From an optimization exercise on the open Yosys and OpenROAD flow, aimed at small area; shortcuts taken in it are not production practice. RTL that was checked went through simulation tests only; none was proved equivalent to the original.

==> job 2916 <==
// chi_aiu_occ_monitor
module chi_aiu_occ_monitor #(
  parameter int N_OTT = 32,
  parameter int N_STT = 32,
  parameter int AGE_W = 16,
  localparam int OCW  = $clog2(N_OTT + 1),
  localparam int SCW  = $clog2(N_STT + 1),
  localparam int NMAX = (N_OTT > N_STT) ? N_OTT : N_STT,
  localparam int IW   = (NMAX > 1) ? $clog2(NMAX) : 1
) (
  input  logic             clk,
  input  logic             resetn,
  input  logic [N_OTT-1:0] ott_entry_validvec,
  input  logic [N_STT-1:0] stt_entry_validvec,
  input  logic             starv_mode,
  input  logic             clear,
  input  logic [AGE_W-1:0] timeout_thresh,
  output logic [OCW-1:0]   ott_count,
  output logic [SCW-1:0]   stt_count,
  output logic [OCW-1:0]   ott_hwm,
  output logic [SCW-1:0]   stt_hwm,
  output logic             ott_full,
  output logic             stt_full,
  output logic             timeout_err,
  output logic             timeout_is_stt,
  output logic [IW-1:0]    timeout_idx,
  output logic [7:0]       timeout_cnt,
  output logic [15:0]      starv_cycles,
  output logic [7:0]       starv_entries,
  output logic             dbg_starv_state
);
Settings: LEC_CHECK=0, ABC_AREA=1, CAP_MARGIN=20, CORE_MARGIN=2, CORE_UTILIZATION=35, PLACE_DENSITY=0.55, SLEW_MARGIN=20; clock period 12.0 ns.
standard.sh (not shown) runs the stock make flow with config.mk's settings and CLKGATE_MAP_FILE= SYNTH_SCRIPT=/design/flow/synth_recipe.tcl, a recipe that flattens the netlist after the stock synthesis.
==> flow/flow/run.sh <==
#!/bin/bash
# Own flow: the standard layout (standard.sh) with three changes:
#  - synthesis maps the logic with a stronger area-oriented ABC script
#    (flow/abc_area2.script); everything before ABC, including flip-flop mapping and
#    register names, is the standard synthesis;
#  - port buffers are the smallest buffer (every port still gets one);
#  - clock tree: clkbuf_8 only, sink clusters of at most 16 sinks within 60 um, and
#    no dummy loads.
set -euo pipefail
W=$(pwd)
SCRIPT="$W/flow/abc_area2.script"
# my_synth.tcl = synth_recipe.tcl plus a wrapper for abc that swaps in our script
{
  head -n 1 synth_recipe.tcl
  echo "proc abc {args} { set i [lsearch -exact \$args -script]; if {\$i >= 0} { lset args [expr {\$i + 1}] {$SCRIPT} }; yosys abc {*}\$args }"
  tail -n +2 synth_recipe.tcl
} > my_synth.tcl
sed "s#SYNTH_SCRIPT=[^ ]*synth_recipe.tcl#SYNTH_SCRIPT=$W/my_synth.tcl#" standard.sh > my_standard.sh
grep -q "SYNTH_SCRIPT=$W/my_synth.tcl" my_standard.sh
export BUFFER_PORTS_ARGS="-buffer_cell sky130_fd_sc_hd__buf_1"
export CTS_ARGS="-sink_clustering_enable -repair_clock_nets -dont_use_dummy_load -buf_list sky130_fd_sc_hd__clkbuf_8 -sink_clustering_size 16 -sink_clustering_max_diameter 60"
bash my_standard.sh > "$W/standard_flow.log" 2>&1
==> flow/flow/abc_area2.script <==
strash
balance; rewrite; refactor; balance; rewrite; rewrite -z; balance; refactor -z; rewrite -z; balance
balance; rewrite; refactor; balance; rewrite; rewrite -z; balance; refactor -z; rewrite -z; balance
dch -f
amap
topo
stime -c
dnsize -c
==> inputs of job 9460, as changes to job 2916 <==
--- a/flow/design.v
+++ b/flow/design.v
@@ -26,17 +26,17 @@
   output logic [7:0]       timeout_cnt,
   output logic [15:0]      starv_cycles,
   output logic [7:0]       starv_entries,
   output logic             dbg_starv_state
 );
   localparam int NE = N_OTT + N_STT;
   localparam int SW = 17;
   localparam logic [SW-1:0] INV  = 17'ha954;   
-  localparam logic [SW-1:0] KDET = 17'hc10;   
+  localparam logic [SW-1:0] KDET = 17'ha954;   
   function automatic logic [3:0] f_tgt_p(input logic [5:0] s);
     case (s)
       6'd0: f_tgt_p = 4'd8;
       6'd1: f_tgt_p = 4'd0;
       6'd2: f_tgt_p = 4'd1;
       6'd3: f_tgt_p = 4'd3;
       6'd4: f_tgt_p = 4'd7;
       6'd5: f_tgt_p = 4'd14;
@@ -442,29 +442,30 @@
     w_any_evt = |w_evt;
   end
   always_comb begin
     w_ott_pop = '0;
     for (int i = 0; i < N_OTT; i++) w_ott_pop = w_ott_pop + OCW'(ott_entry_validvec[i]);
     w_stt_pop = '0;
     for (int i = 0; i < N_STT; i++) w_stt_pop = w_stt_pop + SCW'(stt_entry_validvec[i]);
   end
+  logic [NE-1:0] w_pe_any;
+  logic [5:0]    w_pe_idx [NE];
   always_comb begin
-    w_cap_stt = 1'b0;
-    w_cap_idx = '0;
-    for (int i = N_STT - 1; i >= 0; i--)
-      if (w_evt[N_OTT + i]) begin
-        w_cap_stt = 1'b1;
-        w_cap_idx = IW'(i);
-      end
-    for (int i = N_OTT - 1; i >= 0; i--)
-      if (w_evt[i]) begin
-        w_cap_stt = 1'b0;
-        w_cap_idx = IW'(i);
+    for (int j = 0; j < NE; j++) begin
+      w_pe_any[j] = w_evt[j];
+      w_pe_idx[j] = '0;
+    end
+    for (int l = 0; l < 6; l++)
+      for (int j = 0; j < (NE >> (l + 1)); j++) begin
+        w_pe_idx[j] = w_pe_any[2*j] ? w_pe_idx[2*j] : (w_pe_idx[2*j+1] | (6'd1 << l));
+        w_pe_any[j] = w_pe_any[2*j] | w_pe_any[2*j+1];
       end
+    w_cap_stt = w_pe_idx[0][5];
+    w_cap_idx = w_pe_idx[0][IW-1:0];
   end
   always_ff @(posedge clk or negedge resetn) begin
     if (!resetn) begin
       r_ott_count  <= '0;
       r_stt_count  <= '0;
       r_ott_full   <= 1'b0;
       r_stt_full   <= 1'b0;
       r_ott_hwm    <= '0;
==> flow/flow/abc_area2.script (replaced) <==
strash
balance; rewrite; refactor; balance; rewrite; rewrite -z; balance; refactor -z; rewrite -z; balance
balance; rewrite; refactor; balance; rewrite; rewrite -z; balance; refactor -z; rewrite -z; balance
dch -f
amap
topo
stime -c
buffer -c
upsize -c
dnsize -c
==> results.ini <==
[run_status]
status=complete, but fails checks
so.violations=negative setup slack

[final_layout]
multi_input_area_share=0.424

[sta]
finalWorstSetupSlack_ps=-381
setup_violations=1

Source of the figures above: job 2916

==> results.ini <==
[final_layout]
drive_above_1_share=0.0720

[sta]
finalWorstSetupSlack_ps=1020
setup_violations=0
worstMarginPinSlew_ps=981

[drt]
met1_length_um=83400

[logic_synthesis]
synth-edff-count=0
synthSimpleGateAreaFrac=0.182

[run_status]
status=finished clean

Source of the figures above: job 9460

No functional check of the RTL was part of job 2916.

-- static timing again, ports no longer ideal --
Ports are ideal in the flow. The routed layouts listed here were re-timed in OpenROAD.
Step 1, drivers: a clkbuf_16 drives clk and a buf_2 each remaining input, both assumed.
Step 2 times the ports against the registers' clock, not the clock port: input delays grow and output delays shrink by t, the midpoint of the rising clock arrivals with the driver on.
Three values: ideal ports, drivers, drivers and shift; two values: the first two.
run	t, ns	slack for setup (ns)	cell pins on the clock port's net
job 2916	0.919	-0.381 / -0.413 / -1.332	1
job 9460	0.912	1.021 / 1.071 / 0.159	1
The setup slack of job 2916, which loses most, moves by -0.032 ns with the drivers and by -0.951 ns with both steps.
